What follows belongs to an exercise in optimizing a design on an open flow for small area, a short achievable clock period and few clock cycles per item; a production flow would make more cautious choices. Only simulation tests tie the RTL to the original design; equivalence was not proved. Power is estimated from default activity; no workload was simulated.

$ cat flow/config.mk
export PLATFORM = sky130hd
export DESIGN_NAME = binary_erosion_cross_top
export DESIGN_NICKNAME = binary_erosion_cross_top
export VERILOG_FILES = /design/flow/design.v
export SDC_FILE = /design/flow/constraint.sdc
export NUM_CORES = 4
export LEC_CHECK = 0
export CAP_MARGIN = 20
export CORE_MARGIN = 2
export CORE_UTILIZATION = 40
export SLEW_MARGIN = 20
$ cat flow/constraint.sdc
create_clock -name core_clock -period 5.5 [get_ports {aclk}]
set_input_delay 1.1000 -clock core_clock [delete_from_list [all_inputs] [get_ports {aclk}]]
set_output_delay 1.1000 -clock core_clock [all_outputs]
set_load 0.01 [all_outputs]
$ cat flow/design.v
package bec_pkg;
    localparam int ROW_W    = 64;
    localparam int IDX_W    = 12;
    localparam int RCNT_W   = 13;
    localparam int CCNT_W   = 7;
    localparam int CFG_AW   = 1;
    localparam int MAX_COLS = 64;
    localparam int MDATA_W  = 80;
endpackage
module binary_erosion_cross_top #(
    parameter int MAX_ROWS = 4096
) (
    input  logic               aclk,
    input  logic               aresetn,
    input  logic               cfg_wr_en,
    input  logic [bec_pkg::CFG_AW-1:0]  cfg_addr,
    input  logic [bec_pkg::RCNT_W-1:0]  cfg_wdata,
    input  logic               s_tvalid,
    output logic               s_tready,
    input  logic [bec_pkg::ROW_W-1:0]   s_tdata,    
    output logic               m_tvalid,
    input  logic               m_tready,
    output logic [bec_pkg::MDATA_W-1:0] m_tdata,    
    output logic               m_tlast     
);
    localparam int ROW_W = bec_pkg::ROW_W;
    localparam int IDX_W = bec_pkg::IDX_W;
    logic [IDX_W-1:0] hm2_reg;       
    logic [5:0]       wm1_reg;       
    logic [ROW_W-1:0] cur_reg;
    logic [ROW_W-1:0] part_reg;
    logic [IDX_W-1:0] idx_reg;       
    logic             first_reg;     
    logic             fin_reg;       
    logic [ROW_W-1:0] mask;
    logic [ROW_W-1:0] east;
    logic [ROW_W-1:0] part_next;
    logic             take;
    logic             last_row;
    logic [12:0] cfg_rows;
    logic [6:0]  cfg_cols;
    always_comb begin
        cfg_rows = cfg_wdata;
        cfg_cols = cfg_wdata[6:0];
    end
    always_ff @(posedge aclk) begin
        if (!aresetn) begin
            hm2_reg <= '0;
            wm1_reg <= 6'd63;
        end else if (cfg_wr_en) begin
            if (cfg_addr == 1'b0) begin
                if (cfg_rows < 13'd2)         hm2_reg <= '0;
                else if (cfg_rows > 13'd4096) hm2_reg <= 12'd4094;
                else                          hm2_reg <= 12'(cfg_rows - 13'd2);
            end else begin
                if (cfg_cols < 7'd2)          wm1_reg <= 6'd1;
                else if (cfg_cols > 7'd64)    wm1_reg <= 6'd63;
                else                          wm1_reg <= 6'(cfg_cols - 7'd1);
            end
        end
    end
    always_comb begin
        for (int j = 0; j < ROW_W; j++) begin
            mask[j] = (6'(j) <= wm1_reg);
        end
        east = ({1'b0, s_tdata[ROW_W-1:1]}) | ~({1'b0, mask[ROW_W-1:1]});
        part_next = mask & s_tdata & {s_tdata[ROW_W-2:0], 1'b1} & east
                  & (cur_reg | {ROW_W{first_reg}});
    end
    assign take     = s_tvalid && s_tready;
    assign last_row = !first_reg && (idx_reg == hm2_reg);
    always_ff @(posedge aclk) begin
        if (take) begin
            cur_reg  <= s_tdata;
            part_reg <= part_next;
        end
    end
    always_ff @(posedge aclk) begin
        if (!aresetn) begin
            first_reg <= 1'b1;
            fin_reg   <= 1'b0;
        end else begin
            if (fin_reg && m_tready) begin
                fin_reg <= 1'b0;
            end
            if (take) begin
                first_reg <= last_row;
                if (last_row) begin
                    fin_reg <= 1'b1;
                end
            end
        end
    end
    always_ff @(posedge aclk) begin
        if (take) begin
            idx_reg <= first_reg ? '0 : idx_reg + IDX_W'(1);
        end
    end
    assign s_tready = m_tready || (first_reg && !fin_reg);
    assign m_tvalid = fin_reg || (s_tvalid && !first_reg);
    assign m_tdata  = {4'd0, idx_reg, part_reg & (s_tdata | {ROW_W{fin_reg}})};
    assign m_tlast  = fin_reg;
endmodule
$ cat flow/run.sh
#!/bin/bash
# synth_recipe.tcl (not shown) runs the flow's synth.tcl, then flattens the netlist and writes it again
# the make line also repeats each setting of config.mk as NAME=value (left out here)
make -C /OpenROAD-flow-scripts/flow DESIGN_CONFIG=/design/flow/config.mk WORK_HOME=/design/flow/orfs CLKGATE_MAP_FILE= SYNTH_SCRIPT=/design/flow/synth_recipe.tcl finish
==> impl_metrics.env, run 1 <==
export IMPL_layoutNonFillerInstCount=1121
export IMPL_wl_per_cell_um=20.0
export IMPL_ys_ff_latch=160
export IMPL_fin_skew_ps=6.54
export IMPL_slew_viol_final=0
export IMPL_die_area_um2=20900
export IMPL_cap_violations=0
export IMPL_grt_use_total_pct=21.4
export IMPL_synth_top_cells_by_area="edfxtp_1 (53%), o21a_1 (6.5%), dfxtp_1 (5.1%), nor2_1 (2.9%), o211ai_1 (2.9%)"
export IMPL_crit_slowest_cell="clkdlybuf4s50_1"
export IMPL_crit_top_cell="clkdlybuf4s50_1"
export IMPL_dp_hpwl_um=15000
export IMPL_dp_cells=1090
export IMPL_syn_area_um2=7910
export IMPL_dr_first_iter_drc_count=629
export IMPL_cts_buffer_depth=2
export IMPL_slowest_delay_ps=640
export IMPL_multiInputGateArea_um2=3050
export IMPL_grt_max_degree=82
export IMPL_yosysWarnings=1
export IMPL_timing_hold_ws_ps=477
export IMPL_worst_slew_pin_slew_ps=1090
export IMPL_synth_edf_count=140
export IMPL_worstSetupPathType="primary input to output port"
export IMPL_ctsHoldBuffers=0
export IMPL_grt_pass1_wl_um=34300
export IMPL_wl_um=22400
export IMPL_period_minus_slack_ps=3570
export IMPL_root_buffer="clkbuf_16"
export IMPL_die_width_um=145
export IMPL_start_util_pct=40.8
export IMPL_crit_path_start_kind="primary input"
export IMPL_core_um2=19400
export IMPL_antenna_found_initial=0
export IMPL_outcome="timing/DRC/antenna clean"
export IMPL_yosys_most_used_dff="edfxtp_1"
export IMPL_cts_htree_levels=4
export IMPL_max_freq_mhz=280
export IMPL_die_h_um=145
export IMPL_synth_cells=704
export IMPL_grt_overflow=0
export IMPL_gp_congestion=0.879
export IMPL_insertion_delay_ps=420
export IMPL_io_buffers=161
export IMPL_fillers=1770
export IMPL_diodes=0
export IMPL_ctsResizeCount=0
export IMPL_syn_area_per_cell_um2=11.2
export IMPL_dp_slack_ps=1930
export IMPL_cp_end_kind="output port"
export IMPL_fin_crit_sh_pct=64.9
export IMPL_worstRegToRegCells=5
export IMPL_holdPathStages=2
export IMPL_vdd_drop_max_mv=0.237
export IMPL_final_hold_viol_count=0
export IMPL_crit_arrival_ps=2470
export IMPL_drive_gt1_share_pct=5.72
export IMPL_grt_pass1_vias=6127
export IMPL_regArea_um2=4610
export IMPL_fin_setup_tns_ps=0
export IMPL_cts_tree="yes"
export IMPL_cp_max_fo=6
export IMPL_p_total_w=0.00298
export IMPL_synth_distinct_cells=56
export IMPL_numCtsBuffers=17
export IMPL_firstDrtPassIters=5
export IMPL_required_ps=4400
export IMPL_io_pins=166
export IMPL_seq_area_frac_synth_pct=58.2
export IMPL_rsz0062_at_grt="false"
export IMPL_fp_row_count=51
export IMPL_clk_pin_slew_ps=60
export IMPL_cts_setup_buffers=0
export IMPL_route_detailed_drc=0
export IMPL_setup_violations=0
export IMPL_leakage_nw=3.45
export IMPL_via_per_inst=5.75
export IMPL_drtAntennaViolNets=0
export IMPL_fin_nets=930
export IMPL_fin_ws_ps=1930
export IMPL_vias=6449
export IMPL_area_delta_synth_final_pct=29.8
export IMPL_crit_chain="clkdlybuf4s50_1 -> o21a_1 -> clkdlybuf4s50_1"
export IMPL_synthArstFlopShare_pct=0
export IMPL_synth_top_cell_area_share_pct=53.2
export IMPL_cts_sinks=160
export IMPL_power_density_nw_per_um2=291
export IMPL_synth_top_area_cell="edfxtp_1"
export IMPL_slew_headroom_pct=27.0
export IMPL_worstHoldPathType="register to register"
==> final cells by class <==
cell class	instances	share of cell area [%]
Clock buffer	18	4.18
Clock inverter	13	1.18
Inverter	13	0.476
Multi-Input combinational cell	484	29.7
Sequential cell	160	44.9
Tap cell	265	3.23
Timing Repair Buffer	168	16.3
==> routing by layer <==
layer	routed length [µm]	vias to the layer above	GRT usage [%]	part of all wire [%]
met5	0	-	0	0
met4	393	0	5.83	1.8
met3	1540	33	4.37	6.9
met2	10500	244	33.6	47
met1	9980	3166	30.3	45
li1	-	3006	-	-
==> placed cells by master, fill, tap and decap left out, drive strengths merged, types with 4 or more instances in the layout <==
cell             n
nor3            35
and2             4
clkdlybuf4s50  161
nand4            5
a211oi          12
a21oi           44
o21ai           30
xor2            23
nor4            15
edfxtp         140
nor2            62
o2111ai         16
a22oi            5
nor3b            5
o211ai          31
o21a            68
clkinv          10
and4             4
nand3           17
clkbuf          18
dfxtp           20
inv             13
or3              6
nand2           33
a32o             6
conb             4
buf              7
o31ai            6
a221oi           5
or4              5
nand2b           6
xnor2            5
==> critical path: cells and delay by family <==
| family | cells | cell delay [ps] |
|---|---|---|
| compound gates | 1 | 150 |
| buf+inv | 2 | 1210 |
==> cell usage after synthesis, types with 4 or more instances <==
cell	instances
o21ai_0	29
nor2_1	62
buf_1	12
xnor2_1	5
and4_1	4
or4_1	5
o21a_1	68
a32o_1	6
o211ai_1	31
nor4_1	14
o31ai_1	6
edfxtp_1	140
clkbuf_1	31
xor2_1	23
nand4_1	5
o2111ai_1	16
inv_1	12
nand2b_1	6
buf_4	4
nand2_1	33
a211oi_1	12
nor3_1	35
dfxtp_1	20
a21oi_1	44
a22oi_1	5
or3_1	4
nor3b_1	5
nand3_1	17
a221oi_1	5
==> stage by stage <==
stage          utilization [%]  instance area [µm²]
2_1_floorplan                -                 7920
3_3_place_gp              50.1                 9710
3_5_place_dp              50.1                 9710
4_1_cts                   52.9                10300
5_1_grt                   52.9                10300
6_report                  52.9                10300
==> report_power, final <==
group | total (W) | leakage (nW) | internal, W | switching, W
sequential | 0.00145 | 1.55 | 0.00141 | 0.0000420
clock | 0.00112 | 0.272 | 0.000658 | 0.000466
combinational | 0.000408 | 1.63 | 0.000184 | 0.000224
==> logic make-up (layout without fill, tap and decap cells) <==
kind of cell	Yosys count	in the layout	share of synthesized area, %
other	1	4	0.0474
buffers and inverters	63	212	3.39
AND/OR/NAND/NOR	210	210	13.4
AO/OA/AOI/OAI	239	239	21.3
flip-flops	160	160	58.2
XOR/XNOR	28	28	3.10
adder cells (fa/ha/maj)	3	3	0.475
==> worst paths after layout <==
| check | slack [ps] | end | from |
|---|---|---|---|
| worst min-delay path | 480 | wm1_reg[2]$_SDFFE_PN1P_ | wm1_reg[2]$_SDFFE_PN1P_ |
| worst min register to register | 480 | wm1_reg[2]$_SDFFE_PN1P_ | wm1_reg[2]$_SDFFE_PN1P_ |
| worst max register to register | 2410 | part_reg[32]$_DFFE_PP_ | first_reg$_SDFFE_PN1P_ |
| worst max-delay path | 1930 | m_tdata[12] | s_tdata[12] |
Testbench counts, summed over its fixed seeds: cycles 7,854, results 7,566.
==> inputs of run 2 (changes only) <==
--- a/flow/config.mk
+++ b/flow/config.mk
@@ -8,4 +8,7 @@
 export CAP_MARGIN = 20
 export CORE_MARGIN = 2
 export CORE_UTILIZATION = 40
+export CTS_BUF_LIST = sky130_fd_sc_hd__clkbuf_4 sky130_fd_sc_hd__clkbuf_8
+export CTS_CLUSTER_SIZE = 20
+export SETUP_SLACK_MARGIN = 3
 export SLEW_MARGIN = 20
==> run 2 against run 1 <==
- still clean
- non-clock buffer count rose by 98
- synthesized area unchanged
- core utilization is 3.9 points higher
- maximum frequency up 36%
- wire length is 10% higher
- sequential share of layout area down 3.1 points
- global-route usage rose by 2.3 points
==> impl_metrics.env, run 2 <==
export IMPL_synth_common_cells="edfxtp_1 (140), o21a_1 (68), nor2_1 (62), a21oi_1 (44), nor3_1 (35)"
export IMPL_insertion_delay_ps=470
export IMPL_syn_area_per_cell_um2=11.2
export IMPL_power_switching_w=0.000743
export IMPL_synth_distinct_cells=56
export IMPL_required_ps=4400
export IMPL_area_delta_synth_final_pct=39.5
export IMPL_clk_pin_slew_ps=90
export IMPL_grt_pass1_wl_um=37300
export IMPL_cp_end_kind="output port"
export IMPL_cts_tree="yes"
export IMPL_outcome="timing/DRC/antenna clean"
export IMPL_slew_viol_final=0
export IMPL_holdPathStages=2
export IMPL_synthArstFlopShare_pct=0
export IMPL_syn_area_um2=7910
export IMPL_crit_family="buffers and inverters"
export IMPL_synth_top_cells_by_area="edfxtp_1 (53%), o21a_1 (6.5%), dfxtp_1 (5.1%), nor2_1 (2.9%), o211ai_1 (2.9%)"
export IMPL_ys_ff_latch=160
export IMPL_die_width_um=145
export IMPL_setup_violations=0
export IMPL_synth_top_cell_area_share_pct=53.2
export IMPL_yosysWarnings=1
export IMPL_final_cell_mix="edfxtp_1 (140), buf_4 (99), o21a_1 (68), buf_8 (63)"
export IMPL_crit_chain="buf_8 -> o21a_1 -> buf_2"
export IMPL_synth_edf_count=140
export IMPL_fin_skew_ps=12.6
export IMPL_seq_area_frac_synth_pct=58.2
export IMPL_rsz0062_at_grt="true"
export IMPL_max_freq_mhz=381
export IMPL_wl_per_cell_um=20.2
export IMPL_vdd_drop_max_mv=0.171
export IMPL_fin_crit_sh_pct=47.8
export IMPL_fin_nets=1029
export IMPL_diodes=0
export IMPL_p_sw_share_pct=26.3
export IMPL_layoutNonFillerInstCount=1221
export IMPL_worstHoldPathType="register to register"
export IMPL_crit_path_start_kind="primary input"
export IMPL_synth_cells=704
export IMPL_clkPwrFrac_pct=31.7
export IMPL_synth_most_common_cell="edfxtp_1"
export IMPL_worstRegToRegCells=4
export IMPL_worstSetupPathType="primary input to output port"
export IMPL_via_per_inst=5.75
export IMPL_p_seq_share_pct=51.2
export IMPL_path_buf_inv=2
export IMPL_crit_slowest_cell="o21a_1"
export IMPL_fin_util_pct=56.8
export IMPL_combPwrFrac_pct=17.1
export IMPL_start_util_pct=40.8
export IMPL_synth_top_area_cell="edfxtp_1"
export IMPL_die_area_um2=20900
export IMPL_dr_first_iter_drc_count=575
export IMPL_worst_slew_pin_slew_ps=1050
export IMPL_core_um2=19400
export IMPL_gp_congestion=0.837
export IMPL_reg2reg_to="part_reg[23]$_DFFE_PP_"
export IMPL_cts_htree_levels=4
export IMPL_fin_ws_ps=2870
export IMPL_grt_overflow=0
export IMPL_route_detailed_drc=0
export IMPL_drtAntennaViolNets=0
export IMPL_die_h_um=145
export IMPL_timing_rr_start="wm1_reg[1]$_SDFFE_PN1P_"
export IMPL_io_pins=166
export IMPL_slew_headroom_pct=29.4
export IMPL_crit_arrival_ps=1530
export IMPL_fin_setup_tns_ps=0
export IMPL_drive_gt1_share_pct=31.3
export IMPL_grt_max_degree=74
export IMPL_dp_hpwl_um=15100
export IMPL_grt_pass1_vias=6687
export IMPL_firstDrtPassIters=5
export IMPL_fp_row_count=51
export IMPL_vias=7015
export IMPL_internal_power_w=0.00208
export IMPL_leakage_nw=4.30
export IMPL_dp_cells=1090
export IMPL_cts_sinks=160
export IMPL_final_hold_viol_count=0
export IMPL_power_density_nw_per_um2=256
export IMPL_numCtsBuffers=17
export IMPL_grt_use_total_pct=23.7
export IMPL_mostFrequentLayoutCell="edfxtp_1"
export IMPL_dp_slack_ps=1890
export IMPL_hp_start="hm2_reg[0]$_SDFFE_PN0P_"
export IMPL_yosys_most_used_dff="edfxtp_1"
export IMPL_antenna_found_initial=0
export IMPL_fillers=1694
export IMPL_cts_buffer_depth=2
export IMPL_root_buffer="clkbuf_8"
export IMPL_cap_violations=0
export IMPL_regArea_um2=4610
export IMPL_multiInputGateArea_um2=3120
export IMPL_slowest_delay_ps=180
export IMPL_hold_end="hm2_reg[0]$_SDFFE_PN0P_"
export IMPL_period_minus_slack_ps=2630
export IMPL_wl_um=24700
export IMPL_io_buffers=161
export IMPL_cp_max_fo=2
export IMPL_reg2reg_slack_ps=3150
## run 2: changes by cell type in the layout (fill, tap and decap cells not counted), moves of 8 or more
cell and change:
buf_6 +8, clkbuf_8 +17, clkdlybuf4s50_1 -156, dlygate4sd2_1 +14, buf_8 +63, buf_4 +93, buf_2 +62, clkbuf_16 -17
## run 2: layout make-up
type / count / share of cell area (%)
inverter: 13 / 0.658
clock inverter: 15 / 1.51
multi-input combinational: 485 / 28.3
sequential: 160 / 41.8
clock buffer: 17 / 2.12
tap: 265 / 3.01
timing repair buffer: 266 / 22.6
## run 2: layer usage
layer / up-vias / track usage, % / wire length (µm) / share of wire (%)
met5: - / 0 / 0 / 0
met2: 323 / 38.8 / 11900 / 48
met1: 3448 / 31.7 / 10400 / 42
li1: 3210 / - / - / -
met3: 34 / 5.76 / 1990 / 8.0
met4: 0 / 6.23 / 419 / 1.7
## run 2: what timing repair did
item,4_1_cts,5_1_grt
pin swaps,58,37
cloned,2,1
setup endpoints to repair,242,126
buffers inserted,84,12
hold buffers,0,0
gates resized for setup,762,23
## run 2: worst reg2reg max path: cells and delay by family, from the launching register on
family / cells / cell delay, ps
flops: 1 / 840
simple gates: 2 / 830
compound gates: 2 / 540
## run 2: how the worst max path moves through the flow
stage | startpoint | to | depth (start not counted) | slack [ps]
2_1_floorplan | cfg_wdata[2] | hm2_reg[6]$_SDFFE_PN0P_ | 7 | 2720
3_3_place_gp | s_tdata[10] | m_tdata[10] | 3 | 1940
3_5_place_dp | cfg_wdata[2] | hm2_reg[6]$_SDFFE_PN0P_ | 7 | 1890
4_1_cts | s_tdata[62] | m_tdata[62] | 3 | 2860
5_1_grt | s_tdata[10] | m_tdata[10] | 3 | 2860
6_report | s_tdata[11] | m_tdata[11] | 3 | 2870
## run 2: power groups by stage
stage | Sequential, W | Combinational [W] | Clock [W]
2_1_floorplan | 0.00146 | 0.000207 | 0
3_3_place_gp | 0.00148 | 0.000401 | 0
3_5_place_dp | 0.00148 | 0.000406 | 0
4_1_cts | 0.00145 | 0.000470 | 0.000910
5_1_grt | 0.00146 | 0.000521 | 0.000958
6_report | 0.00145 | 0.000482 | 0.000897
## run 2: cells by family after synthesis
logic type               Yosys count  synth area share (%)
AO/OA/AOI/OAI                    239                  21.3
AND/OR/NAND/NOR                  210                  13.4
adder cells (fa/ha/maj)            3                 0.475
other                              1                0.0474
XOR/XNOR                          28                  3.10
buffers and inverters             63                  3.39
flip-flops                       160                  58.2
## run 2: stage by stage
stage          instance area, µm²  hold WS [ps]  power [W]
6_report                    11000           482    0.00283
5_1_grt                     11000           525    0.00293
4_1_cts                     10900           479    0.00283
3_5_place_dp                 9760           466    0.00189
3_3_place_gp                 9760           464    0.00188
2_1_floorplan                7980           444    0.00167
==> inputs of run 3 (changes only) <==
==> flow/flow/run.sh (new file) <==
#!/bin/bash
# Standard layout, with the port buffers inserted as buf_2 cells instead of the default choice.
set -euo pipefail
export BUFFER_PORTS_ARGS="-buffer_cell sky130_fd_sc_hd__buf_2"
bash standard.sh finish > orfs_flow.log 2>&1
==> flow/standard.sh (new file) <==
#!/bin/bash
# synth_recipe.tcl (not shown) runs the flow's synth.tcl, then flattens the netlist and writes it again
# the make line also repeats each setting of config.mk as NAME=value (left out here)
make -C /OpenROAD-flow-scripts/flow DESIGN_CONFIG=/design/flow/config.mk WORK_HOME=/design/flow/orfs CLKGATE_MAP_FILE= SYNTH_SCRIPT=/design/flow/synth_recipe.tcl "${@:-finish}"
--- a/flow/config.mk
+++ b/flow/config.mk
@@ -8,7 +8,6 @@
 export CAP_MARGIN = 20
 export CORE_MARGIN = 2
 export CORE_UTILIZATION = 40
-export CTS_BUF_LIST = sky130_fd_sc_hd__clkbuf_4 sky130_fd_sc_hd__clkbuf_8
-export CTS_CLUSTER_SIZE = 20
+export CTS_BUF_LIST = sky130_fd_sc_hd__clkbuf_8
 export SETUP_SLACK_MARGIN = 3
 export SLEW_MARGIN = 20
removed: flow/run.sh
==> run 3 against run 2 <==
- first-iteration DRC count is 4.9% lower
- count of clock-buffer cells in the layout stayed put
- flip-flop and latch count stayed put
- highest routed layer unchanged
- still clean
==> impl_metrics.env, run 3 <==
export IMPL_gp_congestion=0.782
export IMPL_synth_distinct_cells=56
export IMPL_ys_ff_latch=160
export IMPL_yosysWarnings=1
export IMPL_cts_tree="yes"
export IMPL_antenna_found_initial=0
export IMPL_yosys_most_used_dff="edfxtp_1"
export IMPL_clk_pin_slew_ps=80
export IMPL_grt_max_degree=76
export IMPL_reg2reg_slack_ps=3160
export IMPL_vias=6843
export IMPL_io_pins=166
export IMPL_holdPathStages=2
export IMPL_combPwrFrac_pct=16.7
export IMPL_fin_nets=1015
export IMPL_final_cell_mix="edfxtp_1 (140), buf_2 (91), buf_4 (85), o21a_1 (68), nor2_1 (62)"
export IMPL_cts_sinks=160
export IMPL_synth_top_area_cell="edfxtp_1"
export IMPL_route_detailed_drc=0
export IMPL_crit_chain="buf_8 -> o21a_1 -> buf_2"
export IMPL_worstHoldPathType="register to register"
export IMPL_timing_rr_start="wm1_reg[0]$_SDFFE_PN1P_"
export IMPL_area_delta_synth_final_pct=35.5
export IMPL_worstRegToRegCells=4
export IMPL_required_ps=4400
export IMPL_dpl_cell_area_um2=8970
export IMPL_root_buffer="clkbuf_8"
export IMPL_fp_row_count=51
export IMPL_dp_hpwl_um=14700
export IMPL_fin_setup_tns_ps=0
export IMPL_reg2reg_to="part_reg[23]$_DFFE_PP_"
export IMPL_final_hold_viol_count=0
export IMPL_internal_power_w=0.00202
export IMPL_crit_path_start_kind="primary input"
export IMPL_start_util_pct=40.8
export IMPL_synth_most_common_cell="edfxtp_1"
export IMPL_die_h_um=145
export IMPL_max_freq_mhz=380
export IMPL_cts_buffer_depth=2
export IMPL_grt_pass1_vias=6454
export IMPL_wl_per_cell_um=20.3
export IMPL_diodes=0
export IMPL_p_sw_share_pct=26.3
export IMPL_synth_top_cell_area_share_pct=53.2
export IMPL_grt_pass1_wl_um=35700
export IMPL_layoutNonFillerInstCount=1205
export IMPL_fin_crit_sh_pct=47.9
export IMPL_die_area_um2=20900
export IMPL_wl_um=24500
export IMPL_drive_gt1_share_pct=31.9
export IMPL_slowest_delay_ps=190
export IMPL_synth_cells=704
export IMPL_drtAntennaViolNets=0
export IMPL_fin_skew_ps=17.6
export IMPL_leakage_nw=4.13
export IMPL_numCtsBuffers=17
export IMPL_dr_first_iter_drc_count=547
export IMPL_cts_htree_levels=4
export IMPL_syn_area_per_cell_um2=11.2
export IMPL_rsz0062_at_grt="true"
export IMPL_power_switching_w=0.000718
export IMPL_io_buffers=161
export IMPL_slew_headroom_pct=31.9
export IMPL_p_seq_share_pct=53.2
export IMPL_outcome="timing/DRC/antenna clean"
export IMPL_final_area_um2=10700
export IMPL_dp_cells=1091
export IMPL_synth_top_cells_by_area="edfxtp_1 (53%), o21a_1 (6.5%), dfxtp_1 (5.1%), nor2_1 (2.9%), o211ai_1 (2.9%)"
export IMPL_syn_area_um2=7910
export IMPL_grt_use_total_pct=22.9
export IMPL_cp_max_fo=2
export IMPL_seq_area_frac_synth_pct=58.2
export IMPL_core_um2=19400
export IMPL_timing_hold_ws_ps=478
export IMPL_hold_end="wm1_reg[4]$_SDFFE_PN1P_"
export IMPL_fin_util_pct=55.2
export IMPL_slew_viol_final=0
export IMPL_die_width_um=145
export IMPL_period_minus_slack_ps=2630
export IMPL_fillers=1748
export IMPL_vdd_drop_max_mv=0.142
export IMPL_firstDrtPassIters=5
export IMPL_insertion_delay_ps=460
export IMPL_setup_violations=0
export IMPL_clkPwrFrac_pct=30.1
export IMPL_power_density_nw_per_um2=255
export IMPL_cp_end_kind="output port"
export IMPL_mostFrequentLayoutCell="edfxtp_1"
export IMPL_hp_start="wm1_reg[4]$_SDFFE_PN1P_"
export IMPL_synth_common_cells="edfxtp_1 (140), o21a_1 (68), nor2_1 (62), a21oi_1 (44), nor3_1 (35)"
export IMPL_synth_edf_count=140
export IMPL_worst_slew_pin_slew_ps=1020
export IMPL_worstSetupPathType="primary input to output port"
export IMPL_synthArstFlopShare_pct=0
export IMPL_grt_overflow=0
export IMPL_cap_violations=0
export IMPL_crit_arrival_ps=1530
export IMPL_crit_slowest_cell="o21a_1"
export IMPL_via_per_inst=5.68
[run 3: cells by family (layout without fill, tap and decap cells)]
logic type               after synthesis  after routing  share of synthesized area (%)
AO/OA/AOI/OAI                        239            239                           21.3
AND/OR/NAND/NOR                      210            211                           13.4
flip-flops                           160            160                           58.2
buffers and inverters                 63            295                           3.39
XOR/XNOR                              28             28                           3.10
adder cells (fa/ha/maj)                3              3                          0.475
other                                  1              4                         0.0474
[run 3: power by group through the flow]
stage | clock (W) | sequential [W] | combinational (W)
floorplan | 0 | 0.00146 | 0.000207
global placement | 0 | 0.00148 | 0.000345
detailed placement | 0 | 0.00148 | 0.000346
CTS | 0.000841 | 0.00145 | 0.000436
global route | 0.000895 | 0.00146 | 0.000493
finish | 0.000823 | 0.00145 | 0.000457
[run 3: metrics by stage]
stage                     setup slack (ps)  power, W
after global placement                2410   0.00183
after global routing                  2850   0.00285
after floorplan                       2720   0.00167
after CTS                             2860   0.00273
after detailed placement              2400   0.00183
final                                 2870   0.00273
[run 3: critical path: cells and delay by family]
| family | cells | cell delay [ps] |
|---|---|---|
| buf+inv | 2 | 250 |
| compound gates | 1 | 190 |
[run 3: repair_timing]
item	in CTS	in global routing
buffers inserted	56	24
endpoints found under the setup margin	214	138
pin swaps	54	38
hold buffers	0	0
cloned	3	1
endpoints found under the hold margin	0	0
gates resized for setup	193	9
[run 3: layer usage]
metal	track usage (%)	vias to the layer above	part of all wire (%)
met3	4.34	30	6.8
met2	37.7	294	49
met1	30.4	3347	43
met5	0	-	0
li1	-	3172	-
met4	7.97	0	2.2
[run 3: cell type report]
type	count	area [µm²]	share of cell area (%)
multi-input cells	485	3100	28.9
inverters	13	68.8	0.642
clock inverters	13	121	1.13
flip-flops and latches	160	4610	43.0
repair buffers	252	2250	21.0
well taps	265	332	3.09
clock buffers	17	234	2.18
[run 3: worst max path at each step]
stage / slack (ps) / endpoint / start / cells after the start
floorplan: 2720 / hm2_reg[6]$_SDFFE_PN0P_ / cfg_wdata[2] / 7
global placement: 2410 / part_reg[52]$_DFFE_PP_ / first_reg$_SDFFE_PN1P_ / 5
detailed placement: 2400 / hm2_reg[8]$_SDFFE_PN0P_ / cfg_wdata[2] / 7
CTS: 2860 / m_tdata[6] / s_tdata[6] / 3
global route: 2850 / m_tdata[13] / s_tdata[13] / 3
finish: 2870 / m_tdata[10] / s_tdata[10] / 3
==> inputs of run 4 (changes only) <==
--- a/flow/config.mk
+++ b/flow/config.mk
@@ -9,5 +9,6 @@
 export CORE_MARGIN = 2
 export CORE_UTILIZATION = 40
 export CTS_BUF_LIST = sky130_fd_sc_hd__clkbuf_8
+export CTS_CLUSTER_SIZE = 40
 export SETUP_SLACK_MARGIN = 3
 export SLEW_MARGIN = 20
==> run 4 against run 3 <==
- global-route usage unchanged
- synthesized area unchanged
- sequential power about the same
- critical path type unchanged
- critical endpoint unchanged
- non-clock buffer count unchanged
- worst hold slack unchanged
==> impl_metrics.env, run 4 <==
export IMPL_outcome="timing/DRC/antenna clean"
export IMPL_start_util_pct=40.8
export IMPL_worstRegToRegCells=4
export IMPL_power_switching_w=0.000718
export IMPL_layoutNonFillerInstCount=1205
export IMPL_mostFrequentLayoutCell="edfxtp_1"
export IMPL_gp_congestion=0.782
export IMPL_max_freq_mhz=380
export IMPL_setup_violations=0
export IMPL_power_density_nw_per_um2=255
export IMPL_clk_pin_slew_ps=80
export IMPL_startpoint="s_tdata[10]"
export IMPL_grt_overflow=0
export IMPL_cts_htree_levels=4
export IMPL_cp_end_kind="output port"
export IMPL_synth_top_cells_by_area="edfxtp_1 (53%), o21a_1 (6.5%), dfxtp_1 (5.1%), nor2_1 (2.9%), o211ai_1 (2.9%)"
export IMPL_cp_max_fo=2
export IMPL_internal_power_w=0.00202
export IMPL_final_hold_viol_count=0
export IMPL_period_minus_slack_ps=2630
export IMPL_firstDrtPassIters=5
export IMPL_cts_buffer_depth=2
export IMPL_dp_slack_ps=2400
export IMPL_die_area_um2=20900
export IMPL_via_per_inst=5.68
export IMPL_p_sw_share_pct=26.3
export IMPL_grt_max_degree=76
export IMPL_synth_distinct_cells=56
export IMPL_yosys_most_used_dff="edfxtp_1"
export IMPL_worstHoldPathType="register to register"
export IMPL_ys_ff_latch=160
export IMPL_wl_per_cell_um=20.3
export IMPL_numCtsBuffers=17
export IMPL_grt_pass1_wl_um=35700
export IMPL_drive_gt1_share_pct=31.9
export IMPL_reg2reg_slack_ps=3160
export IMPL_dp_cells=1091
export IMPL_leakage_nw=4.13
export IMPL_critPathCapture="m_tdata[10]"
export IMPL_area_delta_synth_final_pct=35.5
export IMPL_dp_hpwl_um=14700
export IMPL_synth_top_family_by_area="compound AO/OA/AOI/OAI gates"
export IMPL_final_cell_mix="edfxtp_1 (140), buf_2 (91), buf_4 (85), o21a_1 (68), nor2_1 (62)"
export IMPL_synth_xor_area_share_pct=3.10
export IMPL_synth_cells=704
export IMPL_crit_arrival_ps=1530
export IMPL_io_pins=166
export IMPL_route_detailed_drc=0
export IMPL_fin_setup_tns_ps=0
export IMPL_die_h_um=145
export IMPL_drtAntennaViolNets=0
export IMPL_fin_nets=1015
export IMPL_syn_area_um2=7910
export IMPL_cap_violations=0
export IMPL_rsz0062_at_grt="true"
export IMPL_fin_ws_ps=2870
export IMPL_synth_edf_count=140
export IMPL_synth_common_cells="edfxtp_1 (140), o21a_1 (68), nor2_1 (62), a21oi_1 (44), nor3_1 (35)"
export IMPL_reg2reg_to="part_reg[23]$_DFFE_PP_"
export IMPL_combPwrFrac_pct=16.7
export IMPL_core_um2=19400
export IMPL_root_buffer="clkbuf_8"
export IMPL_synth_simple_area_share_pct=13.4
export IMPL_dpl_cell_area_um2=8970
export IMPL_synthArstFlopShare_pct=0
export IMPL_grt_use_total_pct=22.9
export IMPL_yosysWarnings=1
export IMPL_synth_most_common_cell="edfxtp_1"
export IMPL_slew_viol_final=0
export IMPL_diodes=0
export IMPL_synth_compound_area_share_pct=21.3
export IMPL_cts_sinks=160
export IMPL_timing_rr_start="wm1_reg[0]$_SDFFE_PN1P_"
export IMPL_slew_headroom_pct=31.9
export IMPL_synth_area_mux_share_pct=0
export IMPL_p_seq_share_pct=53.2
export IMPL_wl_um=24500
export IMPL_syn_area_per_cell_um2=11.2
export IMPL_worstSetupPathType="primary input to output port"
export IMPL_fp_row_count=51
export IMPL_final_area_um2=10700
export IMPL_cts_tree="yes"
export IMPL_io_buffers=161
export IMPL_synthAdderAreaFrac_pct=0.475
export IMPL_dr_first_iter_drc_count=547
export IMPL_fin_skew_ps=17.6
export IMPL_clkPwrFrac_pct=30.1
export IMPL_synth_top_cell_area_share_pct=53.2
export IMPL_worst_slew_pin_slew_ps=1020
export IMPL_grt_pass1_vias=6454
export IMPL_die_width_um=145
export IMPL_insertion_delay_ps=460
export IMPL_crit_path_start_kind="primary input"
export IMPL_synth_top_area_cell="edfxtp_1"
export IMPL_vias=6843
export IMPL_seq_area_frac_synth_pct=58.2
export IMPL_vdd_drop_max_mv=0.142
export IMPL_fin_crit_sh_pct=47.9
export IMPL_required_ps=4400
export IMPL_antenna_found_initial=0
[run 4: cell counts in the layout (fill, tap and decap cells not counted)]
No cell type changed its count.
[run 4: power groups by stage]
stage	logic [W]	registers, W	clock network, W
final	0.000457	0.00145	0.000823
after global routing	0.000493	0.00146	0.000895
after CTS	0.000436	0.00145	0.000841
after detailed placement	0.000346	0.00148	0
after global placement	0.000345	0.00148	0
after floorplan	0.000207	0.00146	0
[run 4: cell families (layout without fill, tap and decap cells)]
kind of cell             after synthesis  in the layout
AO/OA/AOI/OAI                        239            239
AND/OR/NAND/NOR                      210            211
flip-flops                           160            160
buffers and inverters                 63            295
XOR/XNOR                              28             28
adder cells (fa/ha/maj)                3              3
other                                  1              4
[run 4: worst min path at each step]
stage,startpoint,cells after the start,to
after floorplan,hm2_reg[0]$_SDFFE_PN0P_,2,hm2_reg[0]$_SDFFE_PN0P_
after global placement,hm2_reg[0]$_SDFFE_PN0P_,2,hm2_reg[0]$_SDFFE_PN0P_
after detailed placement,wm1_reg[4]$_SDFFE_PN1P_,2,wm1_reg[4]$_SDFFE_PN1P_
after CTS,wm1_reg[4]$_SDFFE_PN1P_,2,wm1_reg[4]$_SDFFE_PN1P_
after global routing,hm2_reg[0]$_SDFFE_PN0P_,2,hm2_reg[0]$_SDFFE_PN0P_
final,wm1_reg[4]$_SDFFE_PN1P_,2,wm1_reg[4]$_SDFFE_PN1P_
[run 4: what timing repair did]
action | in CTS | in global routing
gates resized for setup | 193 | 9
cloned | 3 | 1
buffers inserted | 56 | 24
hold buffers | 0 | 0
pin swaps | 54 | 38
setup endpoints to repair | 214 | 138
[run 4: layout make-up]
| type | instances | area, µm² |
|---|---|---|
| fillers | 1748 | 8680 |
| flip-flops and latches | 160 | 4610 |
| multi-input cells | 485 | 3100 |
| repair buffers | 252 | 2250 |
| well taps | 265 | 332 |
| clock buffers | 17 | 234 |
| clock inverters | 13 | 121 |
| inverters | 13 | 68.8 |
[run 4: per-stage QoR]
step / hold slack (ps) / utilization [%] / power (W)
floorplan: 444 / - / 0.00167
global placement: 460 / 46.2 / 0.00183
detailed placement: 462 / 46.2 / 0.00183
CTS: 482 / 54.0 / 0.00273
global route: 502 / 55.2 / 0.00285
finish: 478 / 55.2 / 0.00273
[run 4: per-layer routing]
layer	part of all wire [%]	vias to the layer above	global-route usage (%)
met2	49	294	37.7
met3	6.8	30	4.34
met1	43	3347	30.4
met4	2.2	0	7.97
met5	0	-	0
li1	-	3172	-
[run 4: worst max-delay path, stage by stage]
cell    delay (ps)
buf_8          100
o21a_1         190
buf_2          150
==> inputs of run 5 (changes only) <==
--- a/flow/config.mk
+++ b/flow/config.mk
@@ -9,6 +9,5 @@
 export CORE_MARGIN = 2
 export CORE_UTILIZATION = 40
 export CTS_BUF_LIST = sky130_fd_sc_hd__clkbuf_8
-export CTS_CLUSTER_SIZE = 40
-export SETUP_SLACK_MARGIN = 3
+export SETUP_SLACK_MARGIN = 2.75
 export SLEW_MARGIN = 20
==> run 5 against run 4 <==
- critical path depth unchanged
- synthesized cell count did not move
- maximum frequency down 2.5%
- largest cell class unchanged
- synthesized area did not move
- critical endpoint is now m_tdata[12]
- combinational power shrank 22%
- die area unchanged
- largest power group unchanged
- count of clock-buffer cells in the layout did not move
==> impl_metrics.env, run 5 <==
export IMPL_syn_area_per_cell_um2=11.2
export IMPL_fillers=1846
export IMPL_drive_gt1_share_pct=24.9
export IMPL_grt_pass1_vias=5884
export IMPL_fp_row_count=51
export IMPL_yosysWarnings=1
export IMPL_synth_cells=704
export IMPL_p_sw_share_pct=26.2
export IMPL_area_delta_synth_final_pct=18.9
export IMPL_via_per_inst=5.68
export IMPL_core_um2=19400
export IMPL_ctsHoldBuffers=0
export IMPL_numCtsBuffers=17
export IMPL_synth_edf_count=140
export IMPL_combPwrFrac_pct=13.3
export IMPL_synth_distinct_cells=56
export IMPL_dp_slack_ps=2380
export IMPL_insertion_delay_ps=460
export IMPL_crit_path_start_kind="primary input"
export IMPL_fin_nets=932
export IMPL_fin_util_pct=48.4
export IMPL_fin_setup_tns_ps=0
export IMPL_internal_power_w=0.00198
export IMPL_wl_um=22300
export IMPL_cts_buffer_depth=2
export IMPL_io_pins=166
export IMPL_slew_viol_final=0
export IMPL_timing_rr_start="wm1_reg[1]$_SDFFE_PN1P_"
export IMPL_synth_top_cells_by_area="edfxtp_1 (53%), o21a_1 (6.5%), dfxtp_1 (5.1%), nor2_1 (2.9%), o211ai_1 (2.9%)"
export IMPL_seq_area_frac_synth_pct=58.2
export IMPL_power_density_nw_per_um2=285
export IMPL_grt_pass1_wl_um=33500
export IMPL_period_minus_slack_ps=2700
export IMPL_route_detailed_drc=0
export IMPL_cap_violations=0
export IMPL_final_hold_viol_count=0
export IMPL_dpl_cell_area_um2=8950
export IMPL_io_buffers=161
export IMPL_synth_common_cells="edfxtp_1 (140), o21a_1 (68), nor2_1 (62), a21oi_1 (44), nor3_1 (35)"
export IMPL_dr_first_iter_drc_count=519
export IMPL_antenna_found_initial=2
export IMPL_yosys_most_used_dff="edfxtp_1"
export IMPL_worstSetupPathType="primary input to output port"
export IMPL_firstDrtPassIters=5
export IMPL_worstHoldPathType="register to register"
export IMPL_cts_setup_buffers=0
export IMPL_grt_overflow=0
export IMPL_startpoint="s_tdata[12]"
export IMPL_reg2reg_to="part_reg[20]$_DFFE_PP_"
export IMPL_cp_max_fo=6
export IMPL_critPathCapture="m_tdata[12]"
export IMPL_mostFrequentLayoutCell="buf_2"
export IMPL_root_buffer="clkbuf_8"
export IMPL_setup_violations=0
export IMPL_layoutNonFillerInstCount=1125
export IMPL_final_area_um2=9400
export IMPL_clkPwrFrac_pct=32.6
export IMPL_cts_sinks=160
export IMPL_dp_cells=1091
export IMPL_cp_end_kind="output port"
export IMPL_die_width_um=145
export IMPL_synthArstFlopShare_pct=0
export IMPL_ys_ff_latch=160
export IMPL_synth_top_cell_area_share_pct=53.2
export IMPL_start_util_pct=40.8
export IMPL_worstRegToRegCells=4
export IMPL_fin_ws_ps=2800
export IMPL_vdd_drop_max_mv=0.177
export IMPL_slew_headroom_pct=29.9
export IMPL_outcome="timing/DRC/antenna clean"
export IMPL_p_seq_share_pct=54.2
export IMPL_power_switching_w=0.000702
export IMPL_dp_hpwl_um=14600
export IMPL_gp_congestion=0.828
export IMPL_vias=6391
export IMPL_grt_max_degree=142
export IMPL_max_freq_mhz=370
export IMPL_drtAntennaViolNets=0
export IMPL_clk_pin_slew_ps=70
export IMPL_wl_per_cell_um=19.8
export IMPL_rsz0062_at_grt="true"
export IMPL_cts_tree="yes"
export IMPL_worst_slew_pin_slew_ps=1050
export IMPL_synth_top_area_cell="edfxtp_1"
export IMPL_grt_use_total_pct=21.1
export IMPL_fin_skew_ps=12.0
export IMPL_die_area_um2=20900
export IMPL_required_ps=4400
export IMPL_cts_htree_levels=4
export IMPL_leakage_nw=3.51
export IMPL_syn_area_um2=7910
export IMPL_reg2reg_slack_ps=3280
export IMPL_crit_arrival_ps=1600
export IMPL_synth_most_common_cell="edfxtp_1"
export IMPL_final_cell_mix="buf_2 (161), edfxtp_1 (140), o21a_1 (68), nor2_1 (62), a21oi_1 (44)"
export IMPL_fin_crit_sh_pct=49.1
export IMPL_die_h_um=145
==> run 5: worst min path at each step <==
stage,from,endpoint,slack [ps],depth (start not counted)
3_5_place_dp,hm2_reg[0]$_SDFFE_PN0P_,hm2_reg[0]$_SDFFE_PN0P_,470,2
2_1_floorplan,hm2_reg[0]$_SDFFE_PN0P_,hm2_reg[0]$_SDFFE_PN0P_,440,2
5_1_grt,hm2_reg[0]$_SDFFE_PN0P_,hm2_reg[0]$_SDFFE_PN0P_,510,2
3_3_place_gp,hm2_reg[0]$_SDFFE_PN0P_,hm2_reg[0]$_SDFFE_PN0P_,460,2
6_report,hm2_reg[0]$_SDFFE_PN0P_,hm2_reg[0]$_SDFFE_PN0P_,490,2
4_1_cts,hm2_reg[0]$_SDFFE_PN0P_,hm2_reg[0]$_SDFFE_PN0P_,490,2
==> run 5: through the flow <==
step / hold slack (ps) / power [W]
2_1_floorplan: 444 / 0.00167
3_3_place_gp: 464 / 0.00182
3_5_place_dp: 472 / 0.00183
4_1_cts: 486 / 0.00269
5_1_grt: 514 / 0.00279
6_report: 487 / 0.00268
==> run 5: worst max-delay path, stage by stage <==
cell and delay (ps):
buf_2 140, o21a_1 210, buf_2 150
==> run 5: kinds of logic after synthesis <==
family	share of synthesized area, %
compound gates	21.3
xor+xnor	3.10
other cells	0.0474
buf+inv	3.39
flops	58.2
simple gates	13.4
fa+ha+maj	0.475
==> run 5: cell type report <==
type / count / area [µm²] / share of cell area, %
timing repair buffer: 170 / 936 / 9.96
antenna: 1 / 2.50 / 0.0266
clock buffer: 17 / 234 / 2.49
multi-input combinational: 484 / 3060 / 32.6
tap: 265 / 332 / 3.53
clock inverter: 15 / 154 / 1.64
inverter: 13 / 68.8 / 0.732
sequential: 160 / 4610 / 49.0
==> run 5: power by group through the flow <==
stage,combinational (W),clock (W),sequential [W]
6_report,0.000355,0.000873,0.00145
5_1_grt,0.000391,0.000941,0.00146
4_1_cts,0.000351,0.000891,0.00145
3_5_place_dp,0.000348,0,0.00148
3_3_place_gp,0.000347,0,0.00148
2_1_floorplan,0.000205,0,0.00146
==> run 5: routing by layer <==
metal / track usage (%) / vias to the layer above / share of wire [%]
met5: 0 / - / 0.058
met4: 6.44 / 2 / 1.9
met3: 4.57 / 32 / 5.7
met2: 32.6 / 236 / 46
met1: 29.9 / 3107 / 46
li1: - / 3014 / -
==> run 5: what timing repair did <==
action                     in CTS  in global routing
resized for setup               5                  2
pin swaps                       0                  0
setup endpoints to repair      67                  3
gates cloned                    0                  1
==> inputs of run 6 (changes only) <==
--- a/flow/config.mk
+++ b/flow/config.mk
@@ -9,5 +9,5 @@
 export CORE_MARGIN = 2
 export CORE_UTILIZATION = 40
 export CTS_BUF_LIST = sky130_fd_sc_hd__clkbuf_8
-export SETUP_SLACK_MARGIN = 2.75
+export SETUP_SLACK_MARGIN = 2.9
 export SLEW_MARGIN = 20
==> run 6 against run 5 <==
- still clean
- clock skew shrank 2.5 ps
- count of clock-buffer cells in the layout is the same
- first-iteration DRC count grew 6.4%
- synthesized area is the same
- setup slack gained 69 ps
- total power grew 0.97%
- core utilization grew 5.3 points
- critical path depth is the same
- flip-flop and latch count is the same
==> impl_metrics.env, run 6 <==
export IMPL_fin_nets=990
export IMPL_cp_max_fo=2
export IMPL_leakage_nw=3.97
export IMPL_layoutNonFillerInstCount=1180
export IMPL_grt_overflow=0
export IMPL_core_um2=19400
export IMPL_grt_pass1_vias=6076
export IMPL_wl_um=24100
export IMPL_diodes=0
export IMPL_fin_crit_sh_pct=47.9
export IMPL_synthArstFlopShare_pct=0
export IMPL_synth_compound_area_share_pct=21.3
export IMPL_gp_congestion=0.808
export IMPL_synth_top_cells_by_area="edfxtp_1 (53%), o21a_1 (6.5%), dfxtp_1 (5.1%), nor2_1 (2.9%), o211ai_1 (2.9%)"
export IMPL_synth_top_area_cell="edfxtp_1"
export IMPL_p_seq_share_pct=53.7
export IMPL_power_switching_w=0.000712
export IMPL_combPwrFrac_pct=15.8
export IMPL_fin_skew_ps=9.46
export IMPL_dp_cells=1092
export IMPL_synth_cells=704
export IMPL_rsz0062_at_grt="true"
export IMPL_crit_arrival_ps=1530
export IMPL_clkPwrFrac_pct=30.5
export IMPL_period_minus_slack_ps=2630
export IMPL_synth_edf_count=140
export IMPL_route_detailed_drc=0
export IMPL_yosysWarnings=1
export IMPL_required_ps=4400
export IMPL_area_delta_synth_final_pct=32.0
export IMPL_synth_area_mux_share_pct=0
export IMPL_io_buffers=161
export IMPL_outcome="timing/DRC/antenna clean"
export IMPL_syn_area_per_cell_um2=11.2
export IMPL_grt_pass1_wl_um=34500
export IMPL_power_density_nw_per_um2=259
export IMPL_synth_simple_area_share_pct=13.4
export IMPL_max_freq_mhz=380
export IMPL_clk_pin_slew_ps=80
export IMPL_setup_violations=0
export IMPL_dp_hpwl_um=14800
export IMPL_synth_top_cell_area_share_pct=53.2
export IMPL_io_pins=166
export IMPL_final_hold_viol_count=0
export IMPL_synthAdderAreaFrac_pct=0.475
export IMPL_worstSetupPathType="primary input to output port"
export IMPL_mostFrequentLayoutCell="edfxtp_1"
export IMPL_worst_slew_pin_slew_ps=1030
export IMPL_final_cell_mix="edfxtp_1 (140), buf_2 (93), o21a_1 (68), nor2_1 (62), buf_4 (62)"
export IMPL_fin_setup_tns_ps=0
export IMPL_cts_sinks=160
export IMPL_die_h_um=145
export IMPL_yosys_most_used_dff="edfxtp_1"
export IMPL_dr_first_iter_drc_count=552
export IMPL_syn_area_um2=7910
export IMPL_root_buffer="clkbuf_8"
export IMPL_synth_xor_area_share_pct=3.10
export IMPL_insertion_delay_ps=460
export IMPL_synth_top_family_by_area="compound AO/OA/AOI/OAI gates"
export IMPL_cts_htree_levels=4
export IMPL_worstHoldPathType="register to register"
export IMPL_antenna_found_initial=0
export IMPL_start_util_pct=40.8
export IMPL_fp_row_count=51
export IMPL_cp_end_kind="output port"
export IMPL_die_area_um2=20900
export IMPL_cap_violations=0
export IMPL_synth_common_cells="edfxtp_1 (140), o21a_1 (68), nor2_1 (62), a21oi_1 (44), nor3_1 (35)"
export IMPL_p_sw_share_pct=26.3
export IMPL_fillers=1758
export IMPL_cts_buffer_depth=2
export IMPL_die_width_um=145
export IMPL_via_per_inst=5.69
export IMPL_drive_gt1_share_pct=30.2
export IMPL_ys_ff_latch=160
export IMPL_vias=6709
export IMPL_grt_use_total_pct=22.0
export IMPL_cts_tree="yes"
export IMPL_synth_most_common_cell="edfxtp_1"
export IMPL_wl_per_cell_um=20.4
export IMPL_seq_area_frac_synth_pct=58.2
export IMPL_internal_power_w=0.00199
export IMPL_slew_headroom_pct=31.4
export IMPL_synth_distinct_cells=56
export IMPL_vdd_drop_max_mv=0.145
export IMPL_numCtsBuffers=17
export IMPL_slew_viol_final=0
export IMPL_crit_path_start_kind="primary input"
export IMPL_firstDrtPassIters=5
export IMPL_drtAntennaViolNets=0
export IMPL_grt_max_degree=76
==> run 6: power by group through the flow <==
stage,clock network [W],registers [W],logic (W)
after floorplan,0,0.00146,0.000207
after global placement,0,0.00148,0.000346
after detailed placement,0,0.00148,0.000349
after CTS,0.000840,0.00145,0.000395
after global routing,0.000891,0.00146,0.000465
final,0.000826,0.00145,0.000427
==> run 6: kinds of logic (layout without fill, tap and decap cells) <==
group / after synthesis / in the layout
buffers and inverters: 63 / 270
other: 1 / 4
xor gates and xnor gates: 28 / 28
adders and majority gates: 3 / 3
and+or+nand+nor: 210 / 211
DFF: 160 / 160
AOI/OAI and AO/OA: 239 / 239
==> run 6: what timing repair did <==
item,4_1_cts,5_1_grt
setup endpoints to repair,141,63
hold endpoints to repair,0,0
pin swaps,26,38
hold buffers,0,0
gates resized for setup,152,39
cloned,1,3
buffers inserted,14,40
==> run 6: path summary, 6_finish.rpt <==
check | startpoint | endpoint | slack, ps | cells past startpoint
worst max-delay path | s_tdata[12] | m_tdata[12] | 2870 | 3
worst min-delay path | hm2_reg[0]$_SDFFE_PN0P_ | hm2_reg[0]$_SDFFE_PN0P_ | 480 | 2
worst max register to register | fin_reg$_SDFF_PN0_ | part_reg[35]$_DFFE_PP_ | 3170 | 5
worst min register to register | hm2_reg[0]$_SDFFE_PN0P_ | hm2_reg[0]$_SDFFE_PN0P_ | 480 | 2
==> run 6: critical path: stages <==
cell and delay (ps):
buf_8 100, o21a_1 190, buf_2 140
==> run 6: stage by stage <==
stage	hold slack [ps]	power (W)	util, %	setup WS (ps)	area (µm²)
2_1_floorplan	444	0.00167	-	2720	7980
3_3_place_gp	460	0.00182	46.2	2390	8960
3_5_place_dp	466	0.00183	46.2	2380	8960
4_1_cts	478	0.00269	51.2	2850	9930
5_1_grt	505	0.00282	53.8	2860	10400
6_report	476	0.00271	53.8	2870	10400
==> run 6: metal layers <==
metal	track usage [%]	share of wire, %	up-vias
met5	0	0	-
met4	6.18	1.4	0
met3	3.87	5.8	23
met2	35.1	48	263
met1	30.9	45	3288
li1	-	-	3135
==> run 6: cell type report <==
| class | instances | area, µm² | area share [%] |
|---|---|---|---|
| Sequential cell | 160 | 4610 | 44.2 |
| Timing Repair Buffer | 227 | 1980 | 18.9 |
| Multi-Input combinational cell | 485 | 3090 | 29.6 |
| Tap cell | 265 | 332 | 3.18 |
| Clock buffer | 17 | 234 | 2.24 |
| Inverter | 13 | 68.8 | 0.660 |
| Clock inverter | 13 | 124 | 1.19 |
==> inputs of run 7 (changes only) <==
--- a/flow/config.mk
+++ b/flow/config.mk
@@ -9,5 +9,5 @@
 export CORE_MARGIN = 2
 export CORE_UTILIZATION = 40
 export CTS_BUF_LIST = sky130_fd_sc_hd__clkbuf_8
-export SETUP_SLACK_MARGIN = 2.9
+export SETUP_SLACK_MARGIN = 2.85
 export SLEW_MARGIN = 20
==> run 7 against run 6 <==
- flip-flop and latch count is the same
- first-iteration DRC count down 14%
- combinational power decreased by 16%
- setup slack lost 6.6 ps
- sequential share of layout area increased by 4.0 points
- sequential power barely moved
- critical path type unchanged
==> impl_metrics.env, run 7 <==
export IMPL_required_ps=4400
export IMPL_p_seq_share_pct=54.5
export IMPL_leakage_nw=3.57
export IMPL_worstRegToRegCells=4
export IMPL_ys_ff_latch=160
export IMPL_wl_um=21900
export IMPL_cp_max_fo=5
export IMPL_io_buffers=161
export IMPL_fin_setup_tns_ps=0
export IMPL_cts_htree_levels=4
export IMPL_area_delta_synth_final_pct=21.1
export IMPL_crit_chain="buf_6 -> o21a_1 -> buf_2"
export IMPL_synth_top_cells_by_area="edfxtp_1 (53%), o21a_1 (6.5%), dfxtp_1 (5.1%), nor2_1 (2.9%), o211ai_1 (2.9%)"
export IMPL_power_switching_w=0.000685
export IMPL_routed_wl_met2_um=10400
export IMPL_drive_gt1_share_pct=25.3
export IMPL_syn_area_um2=7910
export IMPL_cts_buffer_depth=2
export IMPL_clkPwrFrac_pct=32.0
export IMPL_drtAntennaViolNets=0
export IMPL_firstDrtPassIters=5
export IMPL_slew_headroom_pct=29.1
export IMPL_seq_area_frac_synth_pct=58.2
export IMPL_final_cell_mix="edfxtp_1 (140), buf_2 (117), o21a_1 (68), nor2_1 (62), a21oi_1 (44)"
export IMPL_setup_violations=0
export IMPL_p_total_w=0.00266
export IMPL_root_buffer="clkbuf_8"
export IMPL_fin_crit_sh_pct=48.0
export IMPL_grt_pass1_vias=5841
export IMPL_cp_end_kind="output port"
export IMPL_vias=6335
export IMPL_wl_met1_um=9880
export IMPL_cts_tree="yes"
export IMPL_synthArstFlopShare_pct=0
export IMPL_crit_arrival_ps=1540
export IMPL_antenna_found_initial=0
export IMPL_slowest_delay_ps=190
export IMPL_dr_max_layer_used="met4"
export IMPL_synth_top_cell_area_share_pct=53.2
export IMPL_ctsHoldBuffers=0
export IMPL_die_h_um=145
export IMPL_core_um2=19400
export IMPL_synth_edf_count=140
export IMPL_clk_pin_slew_ps=80
export IMPL_power_density_nw_per_um2=278
export IMPL_crit_slowest_cell="o21a_1"
export IMPL_p_sw_share_pct=25.7
export IMPL_rsz0062_at_grt="false"
export IMPL_startpoint="s_tdata[6]"
export IMPL_yosys_most_used_dff="edfxtp_1"
export IMPL_vdd_drop_max_mv=0.148
export IMPL_dp_hpwl_um=14400
export IMPL_numCtsBuffers=17
export IMPL_grt_pass1_wl_um=32600
export IMPL_synth_distinct_cells=56
export IMPL_yosysWarnings=1
export IMPL_io_pins=166
export IMPL_outcome="timing/DRC/antenna clean"
export IMPL_dr_first_iter_drc_count=475
export IMPL_worstSetupPathType="primary input to output port"
export IMPL_max_freq_mhz=379
export IMPL_synth_most_common_cell="edfxtp_1"
export IMPL_crit_path_start_kind="primary input"
export IMPL_start_util_pct=40.8
export IMPL_die_area_um2=20900
export IMPL_internal_power_w=0.00198
export IMPL_insertion_delay_ps=450
export IMPL_cts_sinks=160
export IMPL_fin_skew_ps=15.0
export IMPL_route_detailed_drc=0
export IMPL_worstHoldPathType="register to register"
export IMPL_combPwrFrac_pct=13.5
export IMPL_mostFrequentLayoutCell="edfxtp_1"
export IMPL_final_hold_viol_count=0
export IMPL_fp_row_count=51
export IMPL_gp_congestion=0.807
export IMPL_worst_slew_pin_slew_ps=1060
export IMPL_via_per_inst=5.64
export IMPL_slew_viol_final=0
export IMPL_fin_nets=932
export IMPL_synth_common_cells="edfxtp_1 (140), o21a_1 (68), nor2_1 (62), a21oi_1 (44), nor3_1 (35)"
export IMPL_timing_rr_start="wm1_reg[1]$_SDFFE_PN1P_"
export IMPL_die_width_um=145
export IMPL_grt_use_total_pct=20.6
export IMPL_holdPathStages=2
export IMPL_wl_met3_um=1450
export IMPL_synth_top_area_cell="edfxtp_1"
export IMPL_period_minus_slack_ps=2640
export IMPL_grt_max_degree=76
export IMPL_synth_cells=704
export IMPL_cap_violations=0
export IMPL_syn_area_per_cell_um2=11.2
export IMPL_hp_start="hm2_reg[0]$_SDFFE_PN0P_"
export IMPL_diodes=0
export IMPL_grt_overflow=0
export IMPL_wl_per_cell_um=19.5
[run 7: metal layers]
layer	vias to the layer above	global-route usage (%)
met1	3091	28.8
li1	3015	-
met2	217	33.4
met4	0	4.24
met5	-	0
met3	12	4.07
[run 7: power groups by stage]
| stage | clock, W | sequential, W | combinational, W |
|---|---|---|---|
| finish | 0.000851 | 0.00145 | 0.000360 |
| global route | 0.000914 | 0.00146 | 0.000397 |
| CTS | 0.000868 | 0.00145 | 0.000353 |
| detailed placement | 0 | 0.00148 | 0.000346 |
| global placement | 0 | 0.00148 | 0.000344 |
| floorplan | 0 | 0.00146 | 0.000206 |
[run 7: layout make-up]
type,instances,area [µm²]
Clock inverter,12,105
Tap cell,265,332
Multi-Input combinational cell,484,3080
Timing Repair Buffer,170,1100
Sequential cell,160,4610
Inverter,13,68.8
Fill cell,1866,9830
Clock buffer,20,275
[run 7: final timing paths]
kind                             end  slack [ps]
max                       m_tdata[6]        2860
min          hm2_reg[0]$_SDFFE_PN0P_         470
max reg2reg   part_reg[23]$_DFFE_PP_        3210
min reg2reg  hm2_reg[0]$_SDFFE_PN0P_         470
[run 7: cells by family (layout without fill, tap and decap cells)]
kind of cell | after synthesis | count (layout) | share of synthesized area [%]
XOR/XNOR | 28 | 28 | 3.10
buffers and inverters | 63 | 215 | 3.39
other | 1 | 4 | 0.0474
AND/OR/NAND/NOR | 210 | 210 | 13.4
AO/OA/AOI/OAI | 239 | 239 | 21.3
flip-flops | 160 | 160 | 58.2
adder cells (fa/ha/maj) | 3 | 3 | 0.475
[run 7: through the flow]
step	hold slack [ps]	worst slack [ps]	cell area, µm²	utilization (%)	std cells
6_report	473	2860	9570	49.3	1124
5_1_grt	508	2850	9570	49.3	1124
4_1_cts	477	2840	9420	48.6	1123
3_5_place_dp	466	2400	8960	46.2	1091
3_3_place_gp	459	2430	8960	46.2	1091
2_1_floorplan	444	2720	7970	-	707
[run 7: repair_timing]
item	4_1_cts	5_1_grt
pin swaps	7	26
setup buffers	0	0
endpoints found under the setup margin	65	69
gates resized for setup	28	46
cloned	0	1
[run 7: worst max-delay path, delay by kind of cell]
family	cells	cell delay, ps
AO/OA/AOI/OAI	1	190
buffers and inverters	2	250
==> inputs of run 8 (changes only) <==
--- a/flow/design.v
+++ b/flow/design.v
@@ -59,12 +59,20 @@
             end
         end
     end
+    logic [1:0]  th1;
+    logic [3:0]  th2;
+    logic [7:0]  th3;
+    logic [15:0] th4;
+    logic [31:0] th5;
+    assign th1  = {wm1_reg[0], 1'b1};
+    assign th2  = {th1 & {2{wm1_reg[1]}},  th1 | {2{wm1_reg[1]}}};
+    assign th3  = {th2 & {4{wm1_reg[2]}},  th2 | {4{wm1_reg[2]}}};
+    assign th4  = {th3 & {8{wm1_reg[3]}},  th3 | {8{wm1_reg[3]}}};
+    assign th5  = {th4 & {16{wm1_reg[4]}}, th4 | {16{wm1_reg[4]}}};
+    assign mask = {th5 & {32{wm1_reg[5]}}, th5 | {32{wm1_reg[5]}}};
     always_comb begin
-        for (int j = 0; j < ROW_W; j++) begin
-            mask[j] = (6'(j) <= wm1_reg);
-        end
-        east = ({1'b0, s_tdata[ROW_W-1:1]}) | ~({1'b0, mask[ROW_W-1:1]});
-        part_next = mask & s_tdata & {s_tdata[ROW_W-2:0], 1'b1} & east
+        east = ({1'b0, s_tdata[ROW_W-1:1]} & mask) | (mask & ~{1'b0, mask[ROW_W-1:1]});
+        part_next = east & s_tdata & {s_tdata[ROW_W-2:0], 1'b1}
                   & (cur_reg | {ROW_W{first_reg}});
     end
     assign take     = s_tvalid && s_tready;
--- a/flow/config.mk
+++ b/flow/config.mk
@@ -9,5 +9,6 @@
 export CORE_MARGIN = 2
 export CORE_UTILIZATION = 40
 export CTS_BUF_LIST = sky130_fd_sc_hd__clkbuf_8
+export PLACE_DENSITY = 0.75
 export SETUP_SLACK_MARGIN = 2.85
 export SLEW_MARGIN = 20
==> run 8 against run 7 <==
- still clean on timing, DRC and antenna
- synthesized area down 1.5%
- count of clock-buffer cells in the layout down 2
- core utilization down 0.30 points
- wire length down 1.9%
- sequential power about the same
- global-route usage up 0.085 points
- via count up 1.3%
- maximum frequency down 0.43%
- critical path depth unchanged
- critical path type unchanged
- highest routed layer unchanged
==> impl_metrics.env, run 8 <==
export IMPL_outcome="timing/DRC/antenna clean"
export IMPL_synth_edf_count=140
export IMPL_seq_area_frac_synth_pct=59.1
export IMPL_synth_top_area_cell="edfxtp_1"
export IMPL_synth_common_cells="edfxtp_1 (140), nor2_1 (66), o21a_1 (66), nand2_1 (41), nor3_1 (41)"
export IMPL_synth_cells=697
export IMPL_combPwrFrac_pct=13.7
export IMPL_slowest_delay_ps=180
export IMPL_cts_htree_levels=4
export IMPL_crit_chain="buf_2 -> o21a_1 -> buf_2"
export IMPL_clkPwrFrac_pct=30.6
export IMPL_yosys_most_used_dff="edfxtp_1"
export IMPL_grt_use_total_pct=20.7
export IMPL_synth_area_mux_share_pct=0.514
export IMPL_syn_area_per_cell_um2=11.2
export IMPL_wl_um=21500
export IMPL_fin_util_pct=49.0
export IMPL_grt_overflow=0
export IMPL_synth_top_family_by_area="compound AO/OA/AOI/OAI gates"
export IMPL_antenna_found_initial=0
export IMPL_crit_arrival_ps=1550
export IMPL_p_total_w=0.00259
export IMPL_cts_tree="yes"
export IMPL_cts_buffer_depth=2
export IMPL_synth_top_cell_area_share_pct=54.0
export IMPL_leakage_nw=3.60
export IMPL_core_um2=19300
export IMPL_slew_viol_final=0
export IMPL_grt_pass1_vias=5851
export IMPL_synth_distinct_cells=58
export IMPL_final_hold_viol_count=0
export IMPL_dpl_cell_area_um2=8860
export IMPL_crit_path_start_kind="primary input"
export IMPL_clk_pin_slew_ps=80
export IMPL_internal_power_w=0.00191
export IMPL_fin_nets=944
export IMPL_cp_max_fo=4
export IMPL_grt_max_degree=77
export IMPL_gp_congestion=0.824
export IMPL_period_minus_slack_ps=2650
export IMPL_worst_slew_pin_slew_ps=1060
export IMPL_die_width_um=144
export IMPL_route_detailed_drc=0
export IMPL_fp_row_count=51
export IMPL_cap_violations=0
export IMPL_start_util_pct=40.4
export IMPL_rsz0062_at_grt="true"
export IMPL_reg2reg_slack_ps=3050
export IMPL_final_area_um2=9450
export IMPL_ys_ff_latch=160
export IMPL_dr_first_iter_drc_count=679
export IMPL_worstSetupPathType="primary input to output port"
export IMPL_required_ps=4400
export IMPL_io_buffers=161
export IMPL_drtAntennaViolNets=0
export IMPL_p_seq_share_pct=55.7
export IMPL_mostFrequentLayoutCell="edfxtp_1"
export IMPL_timing_hold_ws_ps=478
export IMPL_fin_crit_sh_pct=48.2
export IMPL_yosysWarnings=1
export IMPL_root_buffer="clkbuf_8"
export IMPL_syn_area_um2=7790
export IMPL_slew_headroom_pct=29.3
export IMPL_setup_violations=0
export IMPL_insertion_delay_ps=470
export IMPL_numCtsBuffers=17
export IMPL_drive_gt1_share_pct=25.2
export IMPL_diodes=0
export IMPL_die_h_um=144
export IMPL_max_freq_mhz=377
export IMPL_vdd_drop_max_mv=0.142
export IMPL_cp_end_kind="output port"
export IMPL_fillers=1770
export IMPL_fin_skew_ps=11.9
export IMPL_p_sw_share_pct=26.5
export IMPL_vias=6417
export IMPL_via_per_inst=5.65
export IMPL_synth_top_cells_by_area="edfxtp_1 (54%), o21a_1 (6.4%), dfxtp_1 (5.1%), nor2_1 (3.2%), nor3_1 (2.6%)"
export IMPL_synth_most_common_cell="edfxtp_1"
export IMPL_power_switching_w=0.000688
export IMPL_worstHoldPathType="register to register"
export IMPL_wl_per_cell_um=18.9
export IMPL_synthArstFlopShare_pct=0
export IMPL_dp_hpwl_um=14700
export IMPL_final_cell_mix="edfxtp_1 (140), buf_2 (134), nor2_1 (66), o21a_1 (65)"
export IMPL_synth_compound_area_share_pct=19.4
export IMPL_synth_simple_area_share_pct=14.5
export IMPL_io_pins=166
export IMPL_area_delta_synth_final_pct=21.4
export IMPL_die_area_um2=20600
export IMPL_synth_xor_area_share_pct=3.04
export IMPL_synthAdderAreaFrac_pct=0.643
export IMPL_crit_top_cell="buf_2"
export IMPL_power_density_nw_per_um2=274
export IMPL_cts_sinks=160
export IMPL_crit_slowest_cell="o21a_1"
export IMPL_firstDrtPassIters=5
export IMPL_grt_pass1_wl_um=32500
export IMPL_fin_setup_tns_ps=0
-- run 8: worst max-delay path: cells and delay by family --
family | cells | cell delay, ps
AO/OA/AOI/OAI | 1 | 180
buffers and inverters | 2 | 270
-- run 8: cell families after synthesis --
kind of cell,count (synthesis)
AO/OA/AOI/OAI,220
XOR/XNOR,27
adder cells (fa/ha/maj),4
buffers and inverters,51
flip-flops,160
multiplexers,4
other,1
AND/OR/NAND/NOR,230
-- run 8: cell type report --
class,count,area (µm²),share of cell area (%)
flip-flops and latches,160,4610,48.8
multi-input cells,489,3000,31.7
repair buffers,178,1120,11.8
well taps,265,332,3.51
clock buffers,18,248,2.62
clock inverters,14,101,1.07
inverters,11,41.3,0.437
-- run 8: stage by stage --
step | setup WS (ps) | cells
after floorplan | 2810 | 700
after global placement | 2560 | 1096
after detailed placement | 2540 | 1096
after CTS | 2830 | 1132
after global routing | 2840 | 1135
final | 2850 | 1135
-- run 8: final timing paths --
check / start / endpoint / cells past startpoint
setup reg to reg: wm1_reg[0]$_SDFFE_PN1P_ / part_reg[19]$_DFFE_PP_ / 3
setup / recovery: s_tdata[57] / m_tdata[57] / 3
hold reg to reg: wm1_reg[2]$_SDFFE_PN1P_ / wm1_reg[2]$_SDFFE_PN1P_ / 2
hold / removal: wm1_reg[2]$_SDFFE_PN1P_ / wm1_reg[2]$_SDFFE_PN1P_ / 2
-- run 8: timing repair --
item,in CTS,in global routing
hold buffers,0,0
setup buffers,4,3
pin swaps,7,15
gates cloned,0,0
gates resized for setup,23,34
endpoints found under the setup margin,133,23
-- run 8: power groups by stage --
stage / combinational, W / clock [W] / sequential (W)
2_1_floorplan: 0.000196 / 0 / 0.00146
5_1_grt: 0.000389 / 0.000846 / 0.00145
3_3_place_gp: 0.000334 / 0 / 0.00147
4_1_cts: 0.000345 / 0.000800 / 0.00145
6_report: 0.000356 / 0.000792 / 0.00145
3_5_place_dp: 0.000338 / 0 / 0.00147
-- run 8: routing by layer --
metal	vias up	part of all wire (%)	GRT usage, %
met5	-	0	0
met4	0	1.8	6.19
met3	37	7.0	4.57
met2	267	48	33.0
met1	3116	43	28.4
li1	2997	-	-
Testbench counts of run 8, summed over its fixed seeds: cycles 7,854, results 7,566.

Check on run 8: ideal ports give 2.850 ns setup slack; a clkbuf_16 on the clock port and buf_2 on the inputs give 2.806 ns; moving port delays by the midpoint clock arrival (0.504 ns) as well gives 2.490 ns.
